This design comes from an exercise in tuning for small area, a short achievable clock period and few clock cycles per item on the open sky130 flow, not from production work.
In this exercise RTL edits were held to simulation tests only and were not proved equivalent to the original.

## P
## elastic_alu
module elastic_alu (
	input logic clk,
	input logic rst,
	input logic [31:0] lhs,
	input logic [3:0] lhs_op,
	input logic lhs_valid,
	output logic lhs_ready,
	input logic [31:0] rhs,
	input logic rhs_valid,
	output logic rhs_ready,
	output logic [31:0] result,
	output logic result_valid,
	input logic result_ready
);
For scale: ~2,700 cells after synthesis, ~320 flip-flops, roughly 110 I/O pins, roughly 28,000 um^2 of cells after synthesis.
clock: 10.0 ns
lec_check: 0
cap_margin: 20
core_margin: 2
core_utilization: 40
slew_margin: 20
synth_hierarchical: 1
standard.sh (not shown) runs the stock make flow with config.mk's settings and CLKGATE_MAP_FILE= SYNTH_SCRIPT=/design/flow/synth_recipe.tcl, a recipe that flattens the netlist after the stock synthesis.
==> flow/flow/run.sh <==
#!/bin/bash
# The standard layout (standard.sh) with two changes to the ORFS run:
#  - timing repair aims at a larger setup slack (SETUP_SLACK_MARGIN), so the
#    layout is sped up beyond the 10 ns clock it must meet;
#  - the port buffers are buf_2 cells rather than the delay-cell buffer that
#    buffer_ports picks by default (every port still gets its own buffer).
# The make output goes to make_flow.log; ORFS keeps each tool's log under orfs/logs.
set -euo pipefail
MARGIN=${MARGIN:-6.5}
PORTBUF=${PORTBUF:-sky130_fd_sc_hd__buf_2}
sed "s/\"\\\${@:-finish}\"/SETUP_SLACK_MARGIN=$MARGIN 'BUFFER_PORTS_ARGS=-buffer_cell $PORTBUF' \"\${@:-finish}\"/" standard.sh > flow/standard_own.sh
grep -q "SETUP_SLACK_MARGIN=$MARGIN" flow/standard_own.sh
bash flow/standard_own.sh > make_flow.log 2>&1
P did not stop at any stage, and its layout met the timing, DRC and antenna checks.
Testbench counts of P, summed over its fixed seeds: cycles 16,032, items 16,000.
### P -> Q
==> flow/flow/standard_own.sh (new file) <==
#!/bin/bash
# The standard flow's own layout of this design, on the ORFS make targets given (by default finish). After
# finish it leaves the final layout's DEF at /design/flow/out/final.def.
set -euo pipefail
make -C /OpenROAD-flow-scripts/flow DESIGN_CONFIG=/design/flow/config.mk WORK_HOME=/design/flow/orfs CLKGATE_MAP_FILE= SYNTH_SCRIPT=/design/flow/synth_recipe.tcl CAP_MARGIN=0 CORE_MARGIN=2 CORE_UTILIZATION=40 SLEW_MARGIN=10 SYNTH_HIERARCHICAL=1 SETUP_SLACK_MARGIN=6.5 'BUFFER_PORTS_ARGS=-buffer_cell sky130_fd_sc_hd__buf_2' "${@:-finish}"
if [[ -f /design/flow/orfs/results/sky130hd/elastic_alu/base/6_final.odb ]]; then
  : # left out here: write the final layout as DEF
fi
-- flow/config.mk --
<<< P, line 8
export CAP_MARGIN = 20
>>> Q, line 8
export CAP_MARGIN = 0
<<< P, line 11
export SLEW_MARGIN = 20
>>> Q, line 11
export SLEW_MARGIN = 10
Notes after the runs:
- Sequential cell area: Q vs P identical
- Looking at sequential share of layout area, Q sits 0.19 points below P.
- Delta(number of logic stages on the critical path including buffering, Q - P) < 0
- Result for P and Q: all clean
- Against P, first-pass GRT wire length in Q rose slightly.
- Compared with P, Q shows a higher core utilization.
- Taking P as the reference point, the peak fanout along the critical path of Q rises by 3.
- Q ends up with a relative area change from synthesis to final layout that is 0.68 points higher than in P.
- For P, the capture point of the worst path was q31_2, unlike Q, where it was q21_0.
Setup changes, Q to R
==> flow/flow/standard_own.sh <==
#!/bin/bash
# The standard flow's own layout of this design, on the ORFS make targets given (by default finish). After
# finish it leaves the final layout's DEF at /design/flow/out/final.def.
set -euo pipefail
make -C /OpenROAD-flow-scripts/flow DESIGN_CONFIG=/design/flow/config.mk WORK_HOME=/design/flow/orfs CLKGATE_MAP_FILE= SYNTH_SCRIPT=/design/flow/synth_recipe.tcl CAP_MARGIN=20 CORE_MARGIN=2 CORE_UTILIZATION=40 SLEW_MARGIN=20 SYNTH_HIERARCHICAL=1 SETUP_SLACK_MARGIN=6.5 'BUFFER_PORTS_ARGS=-buffer_cell sky130_fd_sc_hd__buf_2' "${@:-finish}"
if [[ -f /design/flow/orfs/results/sky130hd/elastic_alu/base/6_final.odb ]]; then
  : # left out here: write the final layout as DEF
fi
-- flow/config.mk --
<<< Q, line 8
export CAP_MARGIN = 0
>>> R, line 8
export CAP_MARGIN = 20
<<< Q, line 11
export SLEW_MARGIN = 10
>>> R, line 11
export SLEW_MARGIN = 20
--- outcome ---
On fill cell total of the finished layout, R and Q are basically level.
Summary — global-route wire length before repair, R relative to Q: lower, by 0.33%.
The standard cells in R occupy less silicon area than those in Q do.
Looking only at critical-path maximum fanout, and setting everything else aside, the lower value of R and Q goes to R.
Compared to Q, the routing of R uses less wire.
Relative to Q, count of clock-buffer cells in the layout has decreased by 6 in R.
[compare] base=Q new=R: hold slack was more or less identical, clock skew increased 6.5 ps, global-route usage flat.
What S does differently from R at the input level:
==> flow/flow/standard_own.sh <==
#!/bin/bash
# The standard flow's own layout of this design, on the ORFS make targets given (by default finish). After
# finish it leaves the final layout's DEF at /design/flow/out/final.def.
set -euo pipefail
make -C /OpenROAD-flow-scripts/flow DESIGN_CONFIG=/design/flow/config.mk WORK_HOME=/design/flow/orfs CLKGATE_MAP_FILE= SYNTH_SCRIPT=/design/flow/synth_recipe.tcl ABC_AREA=1 CAP_MARGIN=20 CORE_MARGIN=2 CORE_UTILIZATION=40 SLEW_MARGIN=20 SYNTH_HIERARCHICAL=1 SETUP_SLACK_MARGIN=6.5 'BUFFER_PORTS_ARGS=-buffer_cell sky130_fd_sc_hd__buf_2' "${@:-finish}"
if [[ -f /design/flow/orfs/results/sky130hd/elastic_alu/base/6_final.odb ]]; then
  : # left out here: write the final layout as DEF
fi
-- flow/config.mk --
<<< R, line 8
>>> S, line 8
export ABC_AREA = 1
Findings:
Delta (S minus R): synthesized cell count up 52%, overall track demand over capacity in global routing up 1.0 points, post-synthesis average cell area down about 27%.
Status: effective utilization at floorplan parity (S, R)
S: post-synthesis cell type count 35 below R
Relative to S, the following input files were edited for T:
-- flow/flow/run.sh --
<<< S, line 9
MARGIN=${MARGIN:-6.5}
>>> T, line 9
MARGIN=${MARGIN:-6.6}
==> flow/flow/standard_own.sh <==
#!/bin/bash
# The standard flow's own layout of this design, on the ORFS make targets given (by default finish). After
# finish it leaves the final layout's DEF at /design/flow/out/final.def.
set -euo pipefail
make -C /OpenROAD-flow-scripts/flow DESIGN_CONFIG=/design/flow/config.mk WORK_HOME=/design/flow/orfs CLKGATE_MAP_FILE= SYNTH_SCRIPT=/design/flow/synth_recipe.tcl CAP_MARGIN=20 CORE_MARGIN=2 CORE_UTILIZATION=40 SLEW_MARGIN=20 SYNTH_HIERARCHICAL=1 SETUP_SLACK_MARGIN=6.6 'BUFFER_PORTS_ARGS=-buffer_cell sky130_fd_sc_hd__buf_2' "${@:-finish}"
if [[ -f /design/flow/orfs/results/sky130hd/elastic_alu/base/6_final.odb ]]; then
  : # left out here: write the final layout as DEF
fi
-- flow/config.mk --
<<< S, line 8
export ABC_AREA = 1
>>> T, line 8
- T: floorplan die width 5.0% below S
- Of the two values seen for combinational family with the most area after synthesis, simple AND/OR/NAND/NOR gates was produced by S and adder cells by T.
- Changes observed in T relative to S: largest net degree at the start of global routing lower; global-route total usage across every layer lower; area fraction in compound gates after synthesis higher.
- Compared with S, T shows count of clock-buffer cells in the layout that has gone down by a few percent.
- S has higher share of the cycle needed by the critical path after routing than T.
- The non-filler instance count after layout of T falls short of that of S by about 28%.

elastic_alu, a different RTL version from the one above (not shown whole).
Size: about 2500 cells after synthesis, roughly 110 I/O pins.
clock: 10.0 ns
lec_check: 0
cap_margin: 20
core_margin: 2
core_utilization: 40
slew_margin: 20
synth_hierarchical: 1
==> flow/flow/run.sh <==
#!/bin/bash
# The standard layout (standard.sh) with two changes to the ORFS run:
#  - timing repair aims at a larger setup slack (SETUP_SLACK_MARGIN), so the
#    layout is sped up beyond the 10 ns clock it must meet;
#  - the port buffers are buf_2 cells rather than the delay-cell buffer that
#    buffer_ports picks by default (every port still gets its own buffer).
# The make output goes to make_flow.log; ORFS keeps each tool's log under orfs/logs.
set -euo pipefail
MARGIN=${MARGIN:-6.6}
PORTBUF=${PORTBUF:-sky130_fd_sc_hd__buf_2}
sed "s/\"\\\${@:-finish}\"/SETUP_SLACK_MARGIN=$MARGIN 'BUFFER_PORTS_ARGS=-buffer_cell $PORTBUF' \"\${@:-finish}\"/" standard.sh > flow/standard_own.sh
grep -q "SETUP_SLACK_MARGIN=$MARGIN" flow/standard_own.sh
bash flow/standard_own.sh > make_flow.log 2>&1
==> flow/flow/standard_own.sh <==
#!/bin/bash
# The standard flow's own layout of this design, on the ORFS make targets given (by default finish). After
# finish it leaves the final layout's DEF at /design/flow/out/final.def.
set -euo pipefail
make -C /OpenROAD-flow-scripts/flow DESIGN_CONFIG=/design/flow/config.mk WORK_HOME=/design/flow/orfs CLKGATE_MAP_FILE= SYNTH_SCRIPT=/design/flow/synth_recipe.tcl CAP_MARGIN=20 CORE_MARGIN=2 CORE_UTILIZATION=40 SLEW_MARGIN=20 SYNTH_HIERARCHICAL=1 SETUP_SLACK_MARGIN=6.6 'BUFFER_PORTS_ARGS=-buffer_cell sky130_fd_sc_hd__buf_2' "${@:-finish}"
if [[ -f /design/flow/orfs/results/sky130hd/elastic_alu/base/6_final.odb ]]; then
  : # left out here: write the final layout as DEF
fi
The baseline produced a clean layout.
Testbench counts at the start, summed over its fixed seeds: cycles 16,032, items 16,000.
Rerun with:
--- a/flow/flow/run.sh
+++ b/flow/flow/run.sh
@@ -9 +9 @@
-MARGIN=${MARGIN:-6.6}
+MARGIN=${MARGIN:-6.5}
removed: flow/flow/standard_own.sh
The changed run went through all stages and came out clean.
Non-clock buffer count came out lower by 18.
Synthesized area stays the same.
Global-route usage came out lower by 0.16 points.
Wire length came out lower by about 1.5%.
Hold slack degrades by 0.010 ns.
Design area came out lower by about 1.1%.
Cell count came out lower by 0.59%.
Rerun with:
--- a/flow/flow/run.sh
+++ b/flow/flow/run.sh
@@ -9 +9 @@
-MARGIN=${MARGIN:-6.5}
+MARGIN=${MARGIN:-7.0}
==> flow/flow/standard_own.sh (new file) <==
#!/bin/bash
# The standard flow's own layout of this design, on the ORFS make targets given (by default finish). After
# finish it leaves the final layout's DEF at /design/flow/out/final.def.
set -euo pipefail
make -C /OpenROAD-flow-scripts/flow DESIGN_CONFIG=/design/flow/config.mk WORK_HOME=/design/flow/orfs CLKGATE_MAP_FILE= SYNTH_SCRIPT=/design/flow/synth_recipe.tcl CAP_MARGIN=20 CORE_MARGIN=2 CORE_UTILIZATION=40 SLEW_MARGIN=20 SYNTH_HIERARCHICAL=1 SETUP_SLACK_MARGIN=7.0 'BUFFER_PORTS_ARGS=-buffer_cell sky130_fd_sc_hd__buf_2' "${@:-finish}"
if [[ -f /design/flow/orfs/results/sky130hd/elastic_alu/base/6_final.odb ]]; then
  : # left out here: write the final layout as DEF
fi
What happened: The changed run finished with timing, DRC and antenna clean; worst setup slack stays flat; via count increases by a few percent; utilization increases by 5.8 points; synthesized cell count does not change; wire length increases by roughly a tenth; final cell count increases by a few percent; fmax stays flat; design area increases by roughly a tenth; area after synthesis stays the same.

[separate check: timing with driven ports]
In the flow no input, the clock included, has a driving cell. The finished layouts below were timed again as built, in two steps. Step 1 sets driving cells, clkbuf_16 on the clock port and buf_2 on the other inputs (assumed; they add their load-dependent delay and slew). Step 2 also shifts input and output timing later by t, the mid clock arrival at the registers, as if the neighbouring blocks saw the same clock. Three values: ideal, step 1, step 2; two values: the first two.
run | t (ns) | setup WS [ns] | clock arrival spread, ns
P | 0.630 | 6.554 / 6.554 / 6.554 | 0.046 / 0.046
Q | 0.633 | 6.564 / 6.564 / 6.564 | 0.042 / 0.042
R | 0.630 | 6.554 / 6.554 / 6.554 | 0.046 / 0.046
S | 0.627 | 6.580 / 6.580 / 6.580 | 0.033 / 0.033
T | 0.646 | 6.638 / 6.638 / 6.638 | 0.042 / 0.042
the first run of note 2 | 0.635 | 6.552 / 6.552 / 6.552 | 0.041 / 0.041
the second run of note 2 | 0.631 | 6.573 / 6.573 / 6.573 | 0.028 / 0.028
the third run of note 2 | 0.634 | 6.573 / 6.573 / 6.573 | 0.024 / 0.024
After both steps setup and hold are still met in every run listed.
